This design comes from an exercise in tuning for small area, a short achievable clock period and few clock cycles on the open sky130 flow, not from production work.
In this exercise RTL edits were held to simulation tests only and were not proved equivalent to the original.
No activity file was given, so power comes from the tool's default toggle rates.

### design/flow/config.mk
export PLATFORM = sky130hd
export DESIGN_NAME = fixed_block_free_list_allocator
export DESIGN_NICKNAME = fixed_block_free_list_allocator
export VERILOG_FILES = /design/flow/design.v
export SDC_FILE = /design/flow/constraint.sdc
export NUM_CORES = 4
export LEC_CHECK = 0
export ABC_CLOCK_PERIOD_IN_PS = 2500
export CAP_MARGIN = 20
export CORE_MARGIN = 2
export CORE_UTILIZATION = 40
export SLEW_MARGIN = 20
### design/flow/constraint.sdc
create_clock -name core_clock -period 5.0 [get_ports {clk}]
set_input_delay 1.0000 -clock core_clock [delete_from_list [all_inputs] [get_ports {clk}]]
set_output_delay 1.0000 -clock core_clock [all_outputs]
set_load 0.01 [all_outputs]
### design/flow/design.v
package fbfl_pkg;
  localparam int COUNT_W  = 9;
  localparam int BYTES_W  = 13;
  localparam int INDEX_W  = 8;
  localparam int OFFSET_W = 20;
  localparam logic [1:0] STATUS_OK    = 2'd0;
  localparam logic [1:0] STATUS_EMPTY = 2'd1;
  localparam logic [1:0] STATUS_RANGE = 2'd2;
endpackage
module fixed_block_free_list_allocator (
  input  logic        clk,
  input  logic        rst,
  input  logic        cfg_write,
  input  logic [0:0]  cfg_index,
  input  logic [12:0] cfg_data,
  input  logic        in_valid,
  output logic        in_stall,
  input  logic [0:0]  op,
  input  logic [7:0]  block_index,
  output logic        out_valid,
  input  logic        out_stall,
  output logic [1:0]  status,
  output logic [7:0]  granted_index,
  output logic [19:0] byte_offset,
  output logic [8:0]  free_count
);
  localparam int NSKIP = 4;
  logic [7:0]  last_idx;      
  logic [10:0] align_q;       
  logic [7:0]  link_mem [256];
  logic [7:0]  head;
  logic        head_end;
  logic [7:0]  tail;          
  logic        tail_ok;
  logic [8:0]  free_cnt;
  logic [7:0]  sweep;         
  logic        sweeping;
  logic [7:0]  skip    [NSKIP];  
  logic        skip_ok [NSKIP];
  logic        pend_valid;
  logic [7:0]  pend_addr;
  logic [7:0]  pend_data;
  logic        r_valid, r_op, r_ahead;
  logic [7:0]  r_idx;
  logic        s_valid, s_op;
  logic [7:0]  s_idx;
  logic        m_valid;
  logic [1:0]  m_status;
  logic [7:0]  m_index;
  logic [8:0]  m_count;
  logic [14:0] m_plo, m_phi;
  logic        q1_valid;
  logic [1:0]  q1_status;
  logic [7:0]  q1_index;
  logic [19:0] q1_offset;
  logic [8:0]  q1_count;
  logic        accept, exec, room, pop, idx_ok, blocked, do_alloc, do_free, rebuild;
  logic        sweep_adv, fresh, hit, full, skip_now, head_skip;
  logic [NSKIP-1:0] free_slot;
  logic [7:0]  link_rd;
  logic [1:0]  e_status;
  logic [7:0]  e_index;
  logic [8:0]  e_count;
  logic [14:0] e_plo, e_phi;
  logic [8:0]  cnt_inc, cnt_dec;
  logic [7:0]  cfg_last;
  logic [8:0]  cfg_count;
  logic [19:0] m_offset;
  logic [1:0]  in_flight;
  assign rebuild   = cfg_write && !cfg_index;
  assign accept    = in_valid && !in_stall;
  assign pop       = out_valid && !out_stall;
  assign in_flight = 2'(m_valid) + 2'(out_valid) + 2'(q1_valid);
  assign room      = (in_flight < 2'd2) || ((in_flight == 2'd2) && pop);
  assign idx_ok    = (r_idx <= last_idx);
  always_comb begin
    hit       = 1'b0;
    full      = 1'b1;
    skip_now  = 1'b0;
    head_skip = 1'b0;
    free_slot = '0;
    for (int k = 0; k < NSKIP; k++) begin
      hit       = hit || (skip_ok[k] && (r_idx == skip[k]));
      skip_now  = skip_now || (skip_ok[k] && (sweep == skip[k]));
      head_skip = head_skip || (skip_ok[k] && (head == skip[k]));
      free_slot[k] = full && !skip_ok[k];
      full      = full && skip_ok[k];
    end
  end
  assign blocked   = r_ahead && full && !hit;
  assign exec      = r_valid && room && !blocked;
  assign do_alloc  = exec && !r_op && !head_end;
  assign do_free   = exec && r_op && idx_ok;
  assign sweep_adv = sweeping && !pend_valid;
  assign fresh     = sweeping && (head >= sweep) && !head_skip;
  assign link_rd   = pend_valid ? pend_data :
                     fresh      ? head + 8'd1 : link_mem[head];
  assign cnt_inc   = (!free_cnt[8] && (free_cnt[7:0] <= last_idx)) ? free_cnt + 9'd1 : free_cnt;
  assign cnt_dec   = (free_cnt != 9'd0) ? free_cnt - 9'd1 : free_cnt;
  always_comb begin
    e_status = fbfl_pkg::STATUS_OK;
    e_index  = 8'd0;
    e_count  = free_cnt;
    e_plo    = 15'd0;
    e_phi    = 15'd0;
    if (!r_op) begin
      if (head_end) begin
        e_status = fbfl_pkg::STATUS_EMPTY;
      end else begin
        e_index  = head;
        e_count  = cnt_dec;
        e_plo    = 15'(head[3:0]) * 15'(align_q);
        e_phi    = 15'(head[7:4]) * 15'(align_q);
      end
    end else if (!idx_ok) begin
      e_status = fbfl_pkg::STATUS_RANGE;
    end else begin
      e_count = cnt_inc;
    end
  end
  always_comb begin
    if (cfg_data[8]) begin
      cfg_last  = 8'd255;
      cfg_count = 9'd256;
    end else if (cfg_data[7:0] == 8'd0) begin
      cfg_last  = 8'd0;
      cfg_count = 9'd1;
    end else begin
      cfg_last  = cfg_data[7:0] - 8'd1;
      cfg_count = {1'b0, cfg_data[7:0]};
    end
  end
  always_ff @(posedge clk) begin
    if (pend_valid) begin
      link_mem[pend_addr] <= pend_data;
    end else if (sweeping && !skip_now) begin
      link_mem[sweep] <= sweep + 8'd1;
    end
  end
  always_ff @(posedge clk) begin
    pend_addr <= r_idx;
    pend_data <= head;
    if (rst) begin
      pend_valid <= 1'b0;
    end else begin
      pend_valid <= do_free;
    end
  end
  always_ff @(posedge clk) begin
    if (rst || rebuild) begin
      if (rst) begin
        last_idx <= 8'd255;
        free_cnt <= 9'd256;
        tail     <= 8'd255;
      end else begin
        last_idx <= cfg_last;
        free_cnt <= cfg_count;
        tail     <= cfg_last;
      end
      head     <= 8'd0;
      head_end <= 1'b0;
      tail_ok  <= 1'b1;
      sweep    <= 8'd0;
      sweeping <= 1'b1;
      for (int k = 0; k < NSKIP; k++) begin
        skip_ok[k] <= 1'b0;
      end
    end else begin
      if (sweep_adv) begin
        sweep <= sweep + 8'd1;
        if (sweep == last_idx) begin
          sweeping <= 1'b0;
        end
        for (int k = 0; k < NSKIP; k++) begin
          if (sweep == skip[k]) begin
            skip_ok[k] <= 1'b0;
          end
        end
      end
      if (do_free && r_ahead && !hit) begin
        for (int k = 0; k < NSKIP; k++) begin
          if (free_slot[k]) begin
            skip[k]    <= r_idx;
            skip_ok[k] <= 1'b1;
          end
        end
      end
      if (do_alloc) begin
        free_cnt <= cnt_dec;
        if (tail_ok && (head == tail)) begin
          head_end <= 1'b1;
        end else begin
          head <= link_rd;
        end
      end
      if (do_free) begin
        free_cnt <= cnt_inc;
        head     <= r_idx;
        head_end <= 1'b0;
        if (head_end) begin
          tail    <= r_idx;
          tail_ok <= 1'b1;
        end else if (r_idx == tail) begin
          tail_ok <= 1'b0;
        end
      end
    end
  end
  always_ff @(posedge clk) begin
    if (rst) begin
      align_q <= 11'd1;
    end else if (cfg_write && cfg_index) begin
      align_q <= 11'(cfg_data[12:3]) + 11'(cfg_data[2:0] != 3'd0);
    end
  end
  logic       n_op, n_sweeping;
  logic [7:0] n_idx, n_sweep;
  always_comb begin
    if (exec || !r_valid) begin
      n_op  = s_valid ? s_op  : op;
      n_idx = s_valid ? s_idx : block_index;
    end else begin
      n_op  = r_op;
      n_idx = r_idx;
    end
    n_sweeping = sweeping && !(sweep_adv && (sweep == last_idx));
    n_sweep    = sweep_adv ? sweep + 8'd1 : sweep;
  end
  always_ff @(posedge clk) begin
    if (rst) begin
      r_valid  <= 1'b0;
      s_valid  <= 1'b0;
      in_stall <= 1'b0;
    end else begin
      if (exec || !r_valid) begin
        r_valid  <= s_valid || accept;
        s_valid  <= 1'b0;
        in_stall <= 1'b0;
      end else if (accept) begin
        s_valid  <= 1'b1;
        in_stall <= 1'b1;
      end
    end
  end
  always_ff @(posedge clk) begin
    r_op    <= n_op;
    r_idx   <= n_idx;
    r_ahead <= n_op && n_sweeping && (n_idx >= n_sweep);
    if (accept) begin
      s_op  <= op;
      s_idx <= block_index;
    end
  end
  always_ff @(posedge clk) begin
    if (rst) begin
      m_valid <= 1'b0;
    end else begin
      m_valid <= exec;
    end
    m_status <= e_status;
    m_index  <= e_index;
    m_count  <= e_count;
    m_plo    <= e_plo;
    m_phi    <= e_phi;
  end
  assign m_offset = {17'(m_plo) + {m_phi[12:0], 4'd0}, 3'b000};
  always_ff @(posedge clk) begin
    if (rst) begin
      out_valid <= 1'b0;
      q1_valid  <= 1'b0;
    end else begin
      if (pop || !out_valid) begin
        out_valid <= q1_valid || m_valid;
        q1_valid  <= q1_valid && m_valid;
      end else if (!q1_valid) begin
        q1_valid <= m_valid;
      end
    end
  end
  always_ff @(posedge clk) begin
    if (pop || !out_valid) begin
      if (q1_valid) begin
        status        <= q1_status;
        granted_index <= q1_index;
        byte_offset   <= q1_offset;
        free_count    <= q1_count;
      end else begin
        status        <= m_status;
        granted_index <= m_index;
        byte_offset   <= m_offset;
        free_count    <= m_count;
      end
    end
    if (pop || !out_valid || !q1_valid) begin
      q1_status <= m_status;
      q1_index  <= m_index;
      q1_offset <= m_offset;
      q1_count  <= m_count;
    end
  end
endmodule
### design/flow/run.sh
#!/bin/bash
# synth_recipe.tcl (not shown) runs the flow's synth.tcl, then flattens the netlist and writes it again
# the make line also repeats each setting of config.mk as NAME=value (left out here)
make -C /OpenROAD-flow-scripts/flow DESIGN_CONFIG=/design/flow/config.mk WORK_HOME=/design/flow/orfs CLKGATE_MAP_FILE= SYNTH_SCRIPT=/design/flow/synth_recipe.tcl finish
==> reports/qor.yml <==
synth:
  synthMuxAreaShare_pct: 13.6
  ys_warn_count: 3
  synth_area_leaders: "edfxtp_1 (69%), mux4_2 (11%), dfxtp_1 (2.5%)"
  synth_area_um2: 95200
  yosysTopAreaCellShare_pct: 69.0
  ys_seq_elements: 2307
  ys_types: 77
  synth_compound_area_share_pct: 3.71
  async_flop_share_pct: 0
  synth_top_area_cell: "edfxtp_1"
  synth_xor_area_share_pct: 1.70
  synth_top_family_by_area: "multiplexers"
  ys_seq_area_share_pct: 71.5
  synth_ff_type: "edfxtp_1"
  syn_area_per_cell_um2: 18.0
  syn_inst: 5279
  synth-simple-area-share_pct: 5.19
  synthAdderAreaFrac_pct: 1.93
  synth_enable_flop_cells: 2186
clock_network:
  htreeDepth: 4
  clock-sinks: 2307
  post-cts-setup-buffers: 0
  ctsRootBufferMaster: "clkbuf_16"
  cts_tree: "built"
  insertion_delay_ns: 0.90
  cts_resized: 0
  holdBufCountCts: 0
  cts_buffers: 231
  clock_path_buffers: 3
  cts.clk_slew.worst_paths_ns: 0.06
placement:
  place_area_um2: 102000
  dp_hpwl_mm: 179
  place_ws_ns: 0.664
  gp_congestion: 0.936
  port_buffers: 65
detailed_routing:
  drt_iter0_drc: 6919
  finalWirelength_mm: 274
  viasPerCell: 5.80
  avgRoutedWirePerCell_um: 30.0
  routed-via-count: 52876
  route.detailed.drc: 0
  antenna_left: 0
  firstDrtPassIters: 6
sta:
  fmax_mhz: 222
  rsz0062_at_grt: "no"
  tightest_slew_ns: 1.19
  finalCriticalPeriod_ns: 4.50
  setup_slack_ns: 0.498
  totalNegativeSetupSlack_ns: 0
  timing.slew.headroom_pct: 19.2
  hold_viol_final: 0
  setup_viol: 0
  finalMaxSlewViolations: 0
  finalClockSkew_ns: 0.0834
  finalCritPeriodShare_pct: 90.0
power:
  power_frac_seq_pct: 49.5
  clockPowerShare_pct: 39.5
  power_mw: 44.2
  power_switching_mw: 11.0
  swShare_pct: 24.8
  ir_drop_v: 0.000363
  p_leak_nw: 35.8
  p_int_mw: 33.2
  p_per_area_nw_per_um2: 402
  comb_power_share_pct: 11.0
global_routing:
  antenna_found_initial: 8
  grt_pass1_vias: 52265
  grt_max_degree: 165
  grt-ovfl-total: 0
  grt_use_total_pct: 22.4
  grt_pass1_wl_mm: 389
cells_and_area:
  final_cell_mix: "edfxtp_1 (2186), mux4_2 (445), buf_4 (437)"
  mostFrequentLayoutCell: "edfxtp_1"
  drive_above_1_share_pct: 23.0
  finalInstanceArea_um2: 110000
  synthToLayoutAreaGrowth_pct: 15.4
  layout.nets: 5895
die:
  die_x_um: 492
  die_area_um2: 242000
  io_pins: 69
  die_height_um: 492
  start_util_pct: 40.1
  fp-row-count: 179
  core_um2: 237000
status:
  status: "finished clean"
critical_path:
  worst_ep_required_time_ns: 5.81
  path_max_fanout: 28
  critPathLaunchType: "register"
  critPathArrivalTime_ns: 5.31
  path_class: "reg -> reg"
  crit_path_end_kind: "register"
min_path:
  hp-class: "reg -> reg"
flow_run:
  maxCapViolCount: 0
[routing by layer]
metal	global-route usage, %	wire length, µm	part of all wire [%]	up-vias
met5	0	0	0	-
met2	35.0	127000	46	2820
met4	8.25	11300	4.1	0
met1	31.1	110000	40	27575
met3	4.55	26000	9.5	530
li1	-	-	-	21951
[worst max-delay path, cell delays in order, from the launching register on]
cell	delay, ns
dfxtp_4	0.90
buf_4	0.46
nand2b_1	0.12
o221ai_1	0.27
buf_4	0.21
o22ai_1	0.20
a2111oi_0	0.84
buf_4	0.27
a32oi_1	0.13
and3_1	0.25
nor4_1	0.27
buf_4	0.21
o211a_1	0.24
[power groups by stage]
stage / clock (mW) / sequential (mW) / combinational (mW)
floorplan: 0 / 22.1 / 2.95
global placement: 0 / 22.2 / 4.79
detailed placement: 0 / 22.3 / 4.83
CTS: 17.7 / 21.8 / 4.84
global route: 18.5 / 21.9 / 5.10
finish: 17.4 / 21.8 / 4.88
[final cells by class]
class                      instances  area (µm²)
antenna                            3        7.51
timing repair buffer             545        4790
multi-input combinational       2582       25100
clock inverter                   161        1700
tap                             3167        3960
sequential                      2307       68100
clock buffer                     272        5980
fill                           19989      127000
inverter                          76         285
[cell usage after synthesis (9+ instances only)]
cell type     n
nor4_1       21
xnor2_1     142
or3_1        15
mux2_2       45
nand4_1      41
fa_1         38
mux2i_1     182
o22ai_1      16
mux4_2      445
nor3_1       49
buf_4        48
nand3_1     118
a211oi_1     21
nand3b_1      9
or2_2         9
clkbuf_1    119
nor3b_1       9
edfxtp_1   2186
and3_1       27
buf_1        19
o211ai_1     15
o21ai_0      62
dfxtp_1     121
a22oi_1     130
and2_1       67
ha_1         86
buf_6        26
mux4_1       21
buf_8         9
a21o_1       23
a31oi_1      19
a22o_1       19
nor2b_1      31
nor2_1      383
inv_1        76
a221oi_1     12
nand2_1     223
xor2_1       43
buf_2        87
nand2b_1     27
a21oi_1     112
[worst paths after layout]
check / from / cells after the start / slack [ns] / end
max: register / 12 / 0.50 / head[7]
min: m_plo[0] / 0 / 0.43 / q1_offset[3]
max reg2reg: register / 12 / 0.50 / head[7]
min reg2reg: m_plo[0] / 0 / 0.43 / q1_offset[3]
[metrics by stage]
step | cells | util [%] | hold WS, ns
final | 9113 | 46.3 | 0.434
after global routing | 9111 | 46.3 | 0.444
after CTS | 9110 | 46.3 | 0.425
after detailed placement | 8677 | 43.1 | 0.417
after global placement | 8677 | 43.1 | 0.413
after floorplan | 5281 | - | 0.352
[state kept, by name (all words and copies together) (netlist names), 9 cells and up, named ones only]
| signal | cells |
|---|---|
| link_mem | 2048 |
| skip | 32 |
| byte_offset | 17 |
| q1_offset | 17 |
| m_plo | 15 |
| m_phi | 13 |
| align_q | 11 |
| free_cnt | 9 |
| free_count | 9 |
| m_count | 9 |
| q1_count | 9 |
[cell families after synthesis]
group | Yosys count
AO/OA/AOI/OAI | 518
multiplexers | 699
other | 1
AND/OR/NAND/NOR | 1053
buffers and inverters | 392
flip-flops | 2307
XOR/XNOR | 185
adder cells (fa/ha/maj) | 124
Testbench counts, summed over its fixed seeds: cycles 17,561.

[what the ideal ports hide]
Ports are ideal in the flow. The routed layout listed here was re-timed in OpenROAD. Step 1 assumes that a clkbuf_16 drives the clock port and a buf_2 every other input. Step 2 also shifts input and output timing later by t, the mid clock arrival at the registers, as if the neighbouring blocks saw the same clock. Slacks: ideal ports / drivers / drivers and shift; pairs: ideal ports / drivers.
shift t [ns]: 0.951
setup slack, ns: 0.498 / 0.498 / 0.498
worst register clock-pin slew, ns: 0.07 / 0.07
pins driven straight from the clock port: 1
After both steps setup and hold are still met in this run. For this run, drivers alone change the setup slack by 0.000 ns; drivers and shift together by 0.000 ns.
